From an optimization exercise on the open Yosys and OpenROAD flow, aimed at small area, a short achievable clock period and few clock cycles per item; shortcuts taken in it are not production practice.
RTL that was checked went through simulation tests only; none was proved equivalent to the original.
Power figures rest on the tool's default switching activity, not on a simulated workload.

## JK
## execute_stage
module execute_stage #(
   parameter int GHSR_WIDTH = exec_pkg::GHSR_WIDTH_DEFAULT
) (
   input  logic                  clk,
   input  logic                  reset,
   input  logic [31:0]           data1,
   input  logic [31:0]           data2,
   input  logic [31:0]           pc,
   input  logic [31:0]           immediate_data,
   input  logic [15:0]           control_in,      
   input  logic [40:0]           branch_predict,  
   input  logic [1:0]            fwd_sel_rs1,     
   input  logic [1:0]            fwd_sel_rs2,
   input  logic [31:0]           fwd_data_ex_mem,
   input  logic [31:0]           fwd_data_mem_wb,
   output logic [15:0]           control_out,
   output logic [31:0]           rd_data,
   output logic [31:0]           branch_target_pc,
   output logic                  branch_flush,
   output logic [31:0]           memory_data,
   output logic [31:0]           memory_addr,
   output logic                  ex2if_branch_valid,
   output logic                  ex2if_branch_taken,
   output logic [31:0]           ex2if_branch_addr,
   output logic [31:0]           ex2if_branch_target_addr,
   output logic                  ex2if_branch_update_ghsr,
   output logic [GHSR_WIDTH-1:0] ex2if_ghsr_restore,
   output logic                  muldiv_ready
);
For scale: roughly 5100 cells after synthesis, ~480 I/O pins, about 31000 µm² of cells after synthesis.
==> module operand_select, before the edit <==
module operand_select (
   input  logic [31:0] data1,
   input  logic [31:0] data2,
   input  logic [1:0]  fwd_sel_rs1,
   input  logic [1:0]  fwd_sel_rs2,
   input  logic [31:0] fwd_data_ex_mem,
   input  logic [31:0] fwd_data_mem_wb,
   output logic [31:0] ops_rs1,
   output logic [31:0] ops_rs2
);
   function automatic logic [31:0] fwd_pick(input logic [1:0] sel, input logic [31:0] rf);
      logic [31:0] low;    
      logic [31:0] high;   
      low      = sel[0] ? fwd_data_mem_wb : rf;
      high     = sel[0] ? rf : fwd_data_ex_mem;
      fwd_pick = sel[1] ? high : low;
   endfunction
   assign ops_rs1 = fwd_pick(fwd_sel_rs1, data1);
   assign ops_rs2 = fwd_pick(fwd_sel_rs2, data2);
endmodule
==> module alu, before the edit <==
module alu (
   input  logic [31:0] left,
   input  logic [31:0] right,
   input  logic [3:0]  alu_op,
   output logic [31:0] sum,           
   output logic [31:0] other_result,  
   output logic        lt_signed,     
   output logic        lt_unsigned
);
   logic        sub;
   logic [32:0] sum_c;
   logic [31:0] sh_rev;
   logic        sh_fill;
   logic [31:0] sh_out;
   logic [31:0] sh_out_rev;
   assign sub   = (alu_op == 4'd1) | (alu_op == 4'd3) | (alu_op == 4'd4);
   assign sum_c = {1'b0, left} + {1'b0, sub ? ~right : right} + {32'd0, sub};
   assign sum   = sum_c[31:0];
   assign lt_unsigned = ~sum_c[32];
   assign lt_signed   = (left[31] ^ right[31]) ? left[31] : sum_c[31];
   assign sh_fill = (alu_op == 4'd7) & left[31];
   always_comb begin
      for (int i = 0; i < 32; i++) sh_rev[i] = left[31 - i];
   end
   assign sh_out = $unsigned($signed({sh_fill, (alu_op == 4'd2) ? sh_rev : left}) >>> right[4:0]);
   always_comb begin
      for (int i = 0; i < 32; i++) sh_out_rev[i] = sh_out[31 - i];
   end
   always_comb begin
      case (alu_op)
         4'd2:       other_result = sh_out_rev;
         4'd5:       other_result = left ^ right;
         4'd6, 4'd7: other_result = sh_out;
         4'd8:       other_result = left | right;
         4'd9:       other_result = left & right;
         4'd10:      other_result = right;
         default:    other_result = 32'd0;
      endcase
   end
endmodule
==> module result_select, before the edit <==
module result_select (
   input  logic [31:0] rs2,
   input  logic [31:0] pc,
   input  exec_pkg::control_type ctrl,
   input  logic [31:0] sum,
   input  logic [31:0] other_result,
   input  logic        lt_signed,
   input  logic        lt_unsigned,
   input  logic [31:0] muldiv_result,
   output logic [31:0] rd_data,
   output logic [31:0] memory_data
);
   logic        link;
   logic        use_sum;
   logic        use_lt;
   logic        lt;
   logic [31:0] early;
   always_comb begin
      case (ctrl.mem_size)
         MEM_BYTE: memory_data = {4{rs2[7:0]}};
         MEM_HALF: memory_data = {2{rs2[15:0]}};
         default:  memory_data = rs2;
      endcase
   end
   assign link    = ctrl.is_jump | ctrl.is_jumpr;
   assign use_sum = ~link & (ctrl.alu_op[3:1] == 3'd0);
   assign use_lt  = ~link & ((ctrl.alu_op == 4'd3) | (ctrl.alu_op == 4'd4));
   assign lt      = ctrl.alu_op[0] ? lt_signed : lt_unsigned;
   always_comb begin
      if (link) begin
         early = {pc[31:2] + 30'd1, pc[1:0]};  
      end else if (ctrl.is_mul) begin
         early = muldiv_result;
      end else begin
         early = other_result;
      end
   end
   assign rd_data = early | (sum & {32{use_sum}}) | {31'd0, use_lt & lt};
endmodule
clock: 10.0 ns
lec_check: 0
abc_area: 1
cap_margin: 20
core_margin: 2
core_utilization: 40
setup_slack_margin: 1.5
slew_margin: 20
standard.sh (not shown) runs the stock make flow with config.mk's settings and CLKGATE_MAP_FILE= SYNTH_SCRIPT=/design/flow/synth_recipe.tcl, a recipe that flattens the netlist after the stock synthesis.
==> flow/flow/run.sh <==
#!/bin/bash
# Standard layout, with plain buffers on the ports instead of the delay cells buffer_ports picks
set -euo pipefail
export BUFFER_PORTS_ARGS="-buffer_cell sky130_fd_sc_hd__buf_2"
bash standard.sh > standard.log 2>&1
Testbench counts of JK, summed over its fixed seeds: cycles 34,886, instrs 24,164.
Edits applied to the flow inputs when going from JK to MS:
==> flow/design.v, changed modules only <==
module operand_select (
   input  logic [31:0] data1,
   input  logic [31:0] data2,
   input  logic [1:0]  fwd_sel_rs1,
   input  logic [1:0]  fwd_sel_rs2,
   input  logic [31:0] fwd_data_ex_mem,
   input  logic [31:0] fwd_data_mem_wb,
   output logic [31:0] ops_rs1,
   output logic [31:0] ops_rs2
);
   function automatic logic [31:0] fwd_pick(input logic [1:0] sel, input logic [31:0] rf);
      logic s_mw;
      logic s_em;
      logic s_rf;
      s_mw     = ~sel[1] & sel[0];
      s_em     = sel[1] & ~sel[0];
      s_rf     = ~(s_mw | s_em);
      fwd_pick = (rf & {32{s_rf}}) | (fwd_data_mem_wb & {32{s_mw}})
               | (fwd_data_ex_mem & {32{s_em}});
   endfunction
   assign ops_rs1 = fwd_pick(fwd_sel_rs1, data1);
   assign ops_rs2 = fwd_pick(fwd_sel_rs2, data2);
endmodule
module alu (
   input  logic [31:0] left,
   input  logic [31:0] right,
   input  logic [3:0]  alu_op,
   output logic [31:0] sum,           
   output logic [31:0] other_result,  
   output logic        lt_signed,     
   output logic        lt_unsigned
);
   logic        sub;
   logic [32:0] sum_c;
   logic [31:0] sh_rev;
   logic        sh_fill;
   logic [31:0] sh_out;
   logic [31:0] sh_out_rev;
   assign sub   = (alu_op == 4'd1) | (alu_op == 4'd3) | (alu_op == 4'd4);
   assign sum_c = {1'b0, left} + {1'b0, sub ? ~right : right} + {32'd0, sub};
   assign sum   = sum_c[31:0];
   assign lt_unsigned = ~sum_c[32];
   assign lt_signed   = (left[31] ^ right[31]) ? left[31] : sum_c[31];
   assign sh_fill = (alu_op == 4'd7) & left[31];
   always_comb begin
      for (int i = 0; i < 32; i++) sh_rev[i] = left[31 - i];
   end
   assign sh_out = $unsigned($signed({sh_fill, (alu_op == 4'd2) ? sh_rev : left}) >>> right[4:0]);
   always_comb begin
      for (int i = 0; i < 32; i++) sh_out_rev[i] = sh_out[31 - i];
   end
   assign other_result = (sh_out_rev   & {32{alu_op == 4'd2}})
                       | ((left ^ right) & {32{alu_op == 4'd5}})
                       | (sh_out       & {32{alu_op[3:1] == 3'b011}})   
                       | ((left | right) & {32{alu_op == 4'd8}})
                       | ((left & right) & {32{alu_op == 4'd9}})
                       | (right        & {32{alu_op == 4'd10}});
endmodule
module result_select (
   input  logic [31:0] rs2,
   input  logic [31:0] pc,
   input  exec_pkg::control_type ctrl,
   input  logic [31:0] sum,
   input  logic [31:0] other_result,
   input  logic        lt_signed,
   input  logic        lt_unsigned,
   input  logic [31:0] muldiv_result,
   output logic [31:0] rd_data,
   output logic [31:0] memory_data
);
   logic        link;
   logic        use_sum;
   logic        use_lt;
   logic        lt;
   logic [31:0] early;
   always_comb begin
      case (ctrl.mem_size)
         MEM_BYTE: memory_data = {4{rs2[7:0]}};
         MEM_HALF: memory_data = {2{rs2[15:0]}};
         default:  memory_data = rs2;
      endcase
   end
   assign link    = ctrl.is_jump | ctrl.is_jumpr;
   assign use_sum = ~link & (ctrl.alu_op[3:1] == 3'd0);
   assign use_lt  = ~link & ((ctrl.alu_op == 4'd3) | (ctrl.alu_op == 4'd4));
   assign lt      = ctrl.alu_op[0] ? lt_signed : lt_unsigned;
   assign early = ({pc[31:2] + 30'd1, pc[1:0]} & {32{link}})  
                | (muldiv_result & {32{ctrl.is_mul}})
                | other_result;
   assign rd_data = early | (sum & {32{use_sum}}) | {31'd0, use_lt & lt};
endmodule
### Flow results
Every stage of the flow completed for MS, and the final layout passed the timing, design-rule and antenna checks.
After detailed routing, JK needs less wire than MS.
Remaining max-slew budget at the tightest pin in MS is 8.9 points lower than in JK
Higher final total power was reported by MS, not JK.
Looking at beginning of the critical path, the fwd_sel_rs1[0] result is from MS; the mul_div_i.div_q one comes from JK.
Going from JK to MS, initial antenna violation count has increased, non-clock buffer count now smaller, portion of the post-synthesis area used by sequential elements picked up an extra 0.16 points.
Diff JK -> MS: logic gate share of total power now larger; worst setup slack now smaller; final design area excluding fillers now smaller.
Compared to JK, MS was floorplanned on a smaller die.
The final reports for MS and JK show arrival time at the worst endpoint higher in the former.
Testbench counts of MS, summed over its fixed seeds: cycles 34,886, instrs 24,164.

========
Another version of the RTL of execute_stage (not shown whole).
Size in the first run: roughly 4200 cells after synthesis, ~100 flip-flops, roughly 480 I/O pins, ~31000 um^2 of cells after synthesis.
==> module branch_unit, before the edit <==
module branch_unit #(
   parameter int GHSR_WIDTH = exec_pkg::GHSR_WIDTH_DEFAULT
) (
   input  logic [31:0]           rs1,
   input  logic [31:0]           rs2,
   input  logic [31:0]           imm,
   input  logic [31:0]           pc,
   input  logic [31:0]           rs1_plus_imm,
   input  logic                  lt_signed,     
   input  logic                  lt_unsigned,
   input  exec_pkg::control_type ctrl,
   input  exec_pkg::branch_predict_type branch_predict,
   output logic                  branch_taken,
   output logic [31:0]           branch_target_pc,
   output logic                  branch_flush,
   output logic [GHSR_WIDTH-1:0] ghsr_restore
);
   logic cond_true;
   logic eq;
   assign eq = (rs1 == rs2);
   always_comb begin
      case (ctrl.branch_op)
         BR_EQ:   cond_true = eq;
         BR_NE:   cond_true = ~eq;
         BR_LT:   cond_true = lt_signed;
         BR_GE:   cond_true = ~lt_signed;
         BR_LTU:  cond_true = lt_unsigned;
         BR_GEU:  cond_true = ~lt_unsigned;
         default: cond_true = 1'b0;
      endcase
   end
   assign branch_taken = ctrl.is_jump | ctrl.is_jumpr | (ctrl.is_branch & cond_true);
   assign branch_target_pc = ctrl.is_jumpr ? {rs1_plus_imm[31:1], 1'b0} : pc + imm;
   assign branch_flush = (ctrl.is_branch | ctrl.is_jump | ctrl.is_jumpr)
                       & ((branch_taken != branch_predict.pred_taken)
                          | (branch_taken & (branch_predict.pred_target != branch_target_pc)));
   assign ghsr_restore = {branch_predict.pred_ghsr[GHSR_WIDTH-2:0], branch_taken};
endmodule
Settings: LEC_CHECK=0, CAP_MARGIN=20, CORE_MARGIN=2, CORE_UTILIZATION=40, SETUP_SLACK_MARGIN=0.3, SLEW_MARGIN=20; clock period 10.0 ns.
Scripts as last shown in full above: flow/flow/run.sh
Testbench counts at the start, summed over its fixed seeds: cycles 34,886, instrs 24,164.
Then changed:
--- a/flow/design.v
+++ b/flow/design.v
@@ -146,6 +146,14 @@
    output logic [GHSR_WIDTH-1:0] ghsr_restore
 );
-   logic cond_true;
-   logic eq;
+   logic        cond_true;
+   logic        eq;
+   logic [31:0] pred;
+   logic [31:0] pc_x;
+   logic [31:0] pc_k;
+   logic [31:0] rs_x;
+   logic [31:0] rs_k;
+   logic        pc_match;
+   logic        rs_match;
+   logic        target_match;
    assign eq = (rs1 == rs2);
    always_comb begin
@@ -162,7 +170,22 @@
    assign branch_taken = ctrl.is_jump | ctrl.is_jumpr | (ctrl.is_branch & cond_true);
    assign branch_target_pc = ctrl.is_jumpr ? {rs1_plus_imm[31:1], 1'b0} : pc + imm;
+   assign pred = branch_predict.pred_target;
+   assign pc_x = pc ^ imm;
+   assign rs_x = rs1 ^ imm;
+   always_comb begin
+      pc_k[0] = 1'b0;
+      rs_k[0] = 1'b0;
+      rs_k[1] = rs1[0] & imm[0];        
+      for (int i = 1; i < 32; i++) begin
+         pc_k[i] = (pc[i-1] & imm[i-1]) | (pc_x[i-1] & ~pred[i-1]);
+         if (i > 1) rs_k[i] = (rs1[i-1] & imm[i-1]) | (rs_x[i-1] & ~pred[i-1]);
+      end
+   end
+   assign pc_match     = ((pc_x ^ pred ^ pc_k) == 32'd0);
+   assign rs_match     = ((rs_x[31:1] ^ pred[31:1] ^ rs_k[31:1]) == 31'd0) & ~pred[0];
+   assign target_match = ctrl.is_jumpr ? rs_match : pc_match;
    assign branch_flush = (ctrl.is_branch | ctrl.is_jump | ctrl.is_jumpr)
-                       & ((branch_taken != branch_predict.pred_taken)
-                          | (branch_taken & (branch_predict.pred_target != branch_target_pc)));
+                       & (branch_taken ? (~branch_predict.pred_taken | ~target_match)
+                                       : branch_predict.pred_taken);
    assign ghsr_restore = {branch_predict.pred_ghsr[GHSR_WIDTH-2:0], branch_taken};
 endmodule
Result: Power goes up by 0.50%; fmax goes up by 3.4%; flip-flop and latch count is unchanged; combinational power hardly moves; hold slack degrades by 0.011 ns; clock power goes down by 7.1%; setup slack improves by 0.31 ns; via count goes down by 4.3%; wire length goes down by 3.6%; synthesized area goes down by 0.89%; die area goes down by 0.88%; critical path depth does not change; final area goes down by 1.6%.
Only the layout flow was run in the second run of this note; the RTL was not checked for function there.

========
Another version of the RTL of execute_stage (not shown whole).
For scale: ~4500 cells after synthesis, about 100 flip-flops, roughly 28000 um2 of cells after synthesis.
## execute_stage
module execute_stage #(
   parameter int GHSR_WIDTH = exec_pkg::GHSR_WIDTH_DEFAULT
) (
   input  logic                  clk,
   input  logic                  reset,
   input  logic [31:0]           data1,
   input  logic [31:0]           data2,
   input  logic [31:0]           pc,
   input  logic [31:0]           immediate_data,
   input  logic [15:0]           control_in,      
   input  logic [40:0]           branch_predict,  
   input  logic [1:0]            fwd_sel_rs1,     
   input  logic [1:0]            fwd_sel_rs2,
   input  logic [31:0]           fwd_data_ex_mem,
   input  logic [31:0]           fwd_data_mem_wb,
   output logic [15:0]           control_out,
   output logic [31:0]           rd_data,
   output logic [31:0]           branch_target_pc,
   output logic                  branch_flush,
   output logic [31:0]           memory_data,
   output logic [31:0]           memory_addr,
   output logic                  ex2if_branch_valid,
   output logic                  ex2if_branch_taken,
   output logic [31:0]           ex2if_branch_addr,
   output logic [31:0]           ex2if_branch_target_addr,
   output logic                  ex2if_branch_update_ghsr,
   output logic [GHSR_WIDTH-1:0] ex2if_ghsr_restore,
   output logic                  muldiv_ready
);
   exec_pkg::control_type        ctrl;
   exec_pkg::branch_predict_type bp;
   logic [31:0] rs1;
   logic [31:0] rs2;
   logic [31:0] right;
   logic [31:0] sum;
   logic [31:0] other_result;
   logic [31:0] xor_bits;
   logic        lt_signed;
   logic        lt_unsigned;
   logic [31:0] muldiv_result;
   assign ctrl = control_in;
   assign bp   = branch_predict;
   operand_select operand_select_i (
      .data1           (data1),
      .data2           (data2),
      .fwd_sel_rs1     (fwd_sel_rs1),
      .fwd_sel_rs2     (fwd_sel_rs2),
      .fwd_data_ex_mem (fwd_data_ex_mem),
      .fwd_data_mem_wb (fwd_data_mem_wb),
      .ops_rs1         (rs1),
      .ops_rs2         (rs2)
   );
   assign right = ctrl.alu_src ? immediate_data : rs2;
   assign memory_addr = rs1 + immediate_data;
   alu alu_i (
      .left        (rs1),
      .right       (right),
      .alu_op      (ctrl.alu_op),
      .sum         (sum),
      .other_result(other_result),
      .xor_bits    (xor_bits),
      .lt_signed   (lt_signed),
      .lt_unsigned (lt_unsigned)
  ...
==> module mul_div, before the edit <==
module mul_div (
   input  logic        clk,
   input  logic        reset,
   input  logic        is_mul,
   input  logic [3:0]  alu_op,
   input  logic [31:0] a,
   input  logic [31:0] b,
   output logic [31:0] muldiv_result,
   output logic        muldiv_ready
);
   logic        busy_q;
   logic        div_q;    
   logic [4:0]  cnt_q;
   logic [31:0] x_q;      
   logic [63:0] p_q;
   logic        is_div;
   logic        last;
   logic [5:0]  lz_a;
   logic [5:0]  lz_b;
   logic [2:0]  top_b;
   logic        b_zero;
   logic [31:0] align_value;
   logic [4:0]  align_amount;
   logic [31:0] b_aligned;
   logic [3:0]  digit;
   logic [35:0] row_acc;
   logic [35:0] row0;
   logic [36:0] low_sum;
   logic [63:0] p_mul;
   logic        qbit;
   logic [31:0] rem_next;
   logic [31:0] quo_next;
   logic [63:0] p_step;
   function automatic logic [5:0] clz32(input logic [31:0] v);
      logic [5:0] n;
      n = 6'd32;
      for (int i = 0; i < 32; i++) if (v[i]) n = 6'(31 - i);
      clz32 = n;
   endfunction
   function automatic logic [2:0] top_digit(input logic [31:0] v);
      logic [2:0] t;
      t = 3'd0;
      for (int i = 1; i < 8; i++) if (v[4*i +: 4] != 4'd0) t = 3'(i);
      top_digit = t;
   endfunction
   assign is_div = alu_op[2] & (alu_op[1] | alu_op[0]);  
   assign last   = (cnt_q == 5'd0);
   assign lz_a   = clz32(a);
   assign lz_b   = clz32(b);
   assign b_zero = (b == 32'd0);
   assign top_b  = top_digit(b);
   assign align_value  = b;
   assign align_amount = is_div ? ((!b_zero && lz_b >= lz_a) ? 5'(lz_b - lz_a) : 5'd0)
                                : {~top_b, 2'b00};
   assign b_aligned    = align_value << align_amount;
   assign digit   = div_q ? 4'b0001 : p_q[63:60];
   assign row_acc = div_q ? {4'b0000, p_q[63:32]} : {p_q[31:0], 4'b0000};
   assign row0    = {{4{div_q}}, (x_q & {32{digit[0]}}) ^ {32{div_q}}};
   assign low_sum = {1'b0, row_acc} + {1'b0, row0}
                  + {4'b0, x_q & {32{digit[1]}}, 1'b0}
                  + {3'b0, x_q & {32{digit[2]}}, 2'b0}
                  + {2'b0, x_q & {32{digit[3]}}, 3'b0}
                  + {36'd0, div_q};
   assign p_mul   = {p_q[59:32] + {27'd0, low_sum[36]}, low_sum[35:0]};
   assign qbit     = low_sum[36];
   assign rem_next = qbit ? low_sum[31:0] : p_q[63:32];
   assign p_step   = div_q ? {rem_next, quo_next} : p_mul;
   assign quo_next = {p_q[30:0], qbit};
   always_ff @(posedge clk) begin
      if (reset) begin
         busy_q <= 1'b0;
      end else begin
         busy_q <= is_mul & ~(busy_q & last);
      end
   end
   always_ff @(posedge clk) begin
      if (!busy_q) begin
         div_q <= is_div;
         if (is_div) begin
            cnt_q <= align_amount;
            x_q   <= b_aligned;
            p_q   <= {a, {32{b_zero}}};
         end else begin
            cnt_q <= {2'b00, top_b};
            x_q   <= a;
            p_q   <= {b_aligned, 32'd0};
         end
      end else begin
         cnt_q <= cnt_q - 5'd1;
         p_q   <= p_step;
         if (div_q) x_q <= {1'b0, x_q[31:1]};
      end
   end
   assign muldiv_result = alu_op[0] ? p_step[31:0] : p_step[63:32];
   assign muldiv_ready = busy_q & last;
endmodule
clock: 10.0 ns
lec_check: 0
abc_area: 1
cap_margin: 20
core_margin: 2
core_utilization: 40
setup_slack_margin: 1.5
slew_margin: 20
==> flow/flow/run.sh <==
#!/bin/bash
# Standard layout, with plain buffers on the ports instead of the delay cells buffer_ports picks
set -euo pipefail
export BUFFER_PORTS_ARGS="-buffer_cell sky130_fd_sc_hd__buf_1"
bash standard.sh > standard.log 2>&1
Edit:
--- a/flow/design.v
+++ b/flow/design.v
@@ -215,10 +215,11 @@
    logic [31:0] b_aligned;
    logic [3:0]  digit;
    logic [35:0] row_acc;
    logic [35:0] row0;
    logic [36:0] low_sum;
+   logic [27:0] hi_inc;
    logic [63:0] p_mul;
    logic        qbit;
    logic [31:0] rem_next;
    logic [31:0] quo_next;
    logic [63:0] p_step;
@@ -250,11 +251,12 @@
    assign low_sum = {1'b0, row_acc} + {1'b0, row0}
                   + {4'b0, x_q & {32{digit[1]}}, 1'b0}
                   + {3'b0, x_q & {32{digit[2]}}, 2'b0}
                   + {2'b0, x_q & {32{digit[3]}}, 3'b0}
                   + {36'd0, div_q};
-   assign p_mul   = {p_q[59:32] + {27'd0, low_sum[36]}, low_sum[35:0]};
+   assign hi_inc  = p_q[59:32] + 28'd1;
+   assign p_mul   = {low_sum[36] ? hi_inc : p_q[59:32], low_sum[35:0]};
    assign qbit     = low_sum[36];
    assign rem_next = qbit ? low_sum[31:0] : p_q[63:32];
    assign p_step   = div_q ? {rem_next, quo_next} : p_mul;
    assign quo_next = {p_q[30:0], qbit};
    always_ff @(posedge clk) begin
What happened: Synthesized area rose by about 1.8%; utilization fell by 3.7 points; via count fell by 2.3%; worst setup slack gets better by 1.3 ns; design area fell by about 6%.
Testbench counts after the change, summed over its fixed seeds: cycles 35,945, instrs 24,164.
The RTL of the first run of this note was laid out without a check of its function.

==> what the ideal ports hide <==
The flow's constraints put no driver on any port. The routed layouts listed below were extracted and timed again, unchanged, in two steps.
Step 1 (the two cells are an assumption about what drives the block):
set clk [get_ports {clk}]
set_driving_cell -lib_cell sky130_fd_sc_hd__clkbuf_16 $clk
set_driving_cell -lib_cell sky130_fd_sc_hd__buf_2 [delete_from_list [all_inputs] $clk]
Step 2 moves the port delays by t, midway between the first and last clock arrival at a register: inputs arrive t later, outputs are due t later. That takes back most of the time a late clock gives input paths.
Slacks: ideal ports / drivers / drivers and shift; pairs: ideal ports / drivers.
run	t, ns	slack for setup (ns)	hold WS [ns]	worst slew at a driven data input, ns
JK	0.431	1.560 / 1.507 / 1.461	0.506 / 0.506 / 0.506	0.09
MS	0.420	1.458 / 1.377 / 1.377	0.490 / 0.490 / 0.490	0.14
the first run of note 2	0.434	0.292 / 0.270 / 0.270	0.481 / 0.481 / 0.481	0.09
the second run of note 2	0.432	0.607 / 0.586 / 0.586	0.470 / 0.469 / 0.469	0.07
the first run of note 3	0.428	0.200 / 0.148 / 0.346	0.454 / 0.454 / 0.454	0.17
the second run of note 3	0.414	1.545 / 1.522 / 1.463	0.456 / 0.456 / 0.456	0.12
After both steps setup and hold are still met in every run listed. For JK, which loses most, drivers alone change the setup slack by -0.053 ns; drivers and shift together by -0.099 ns.
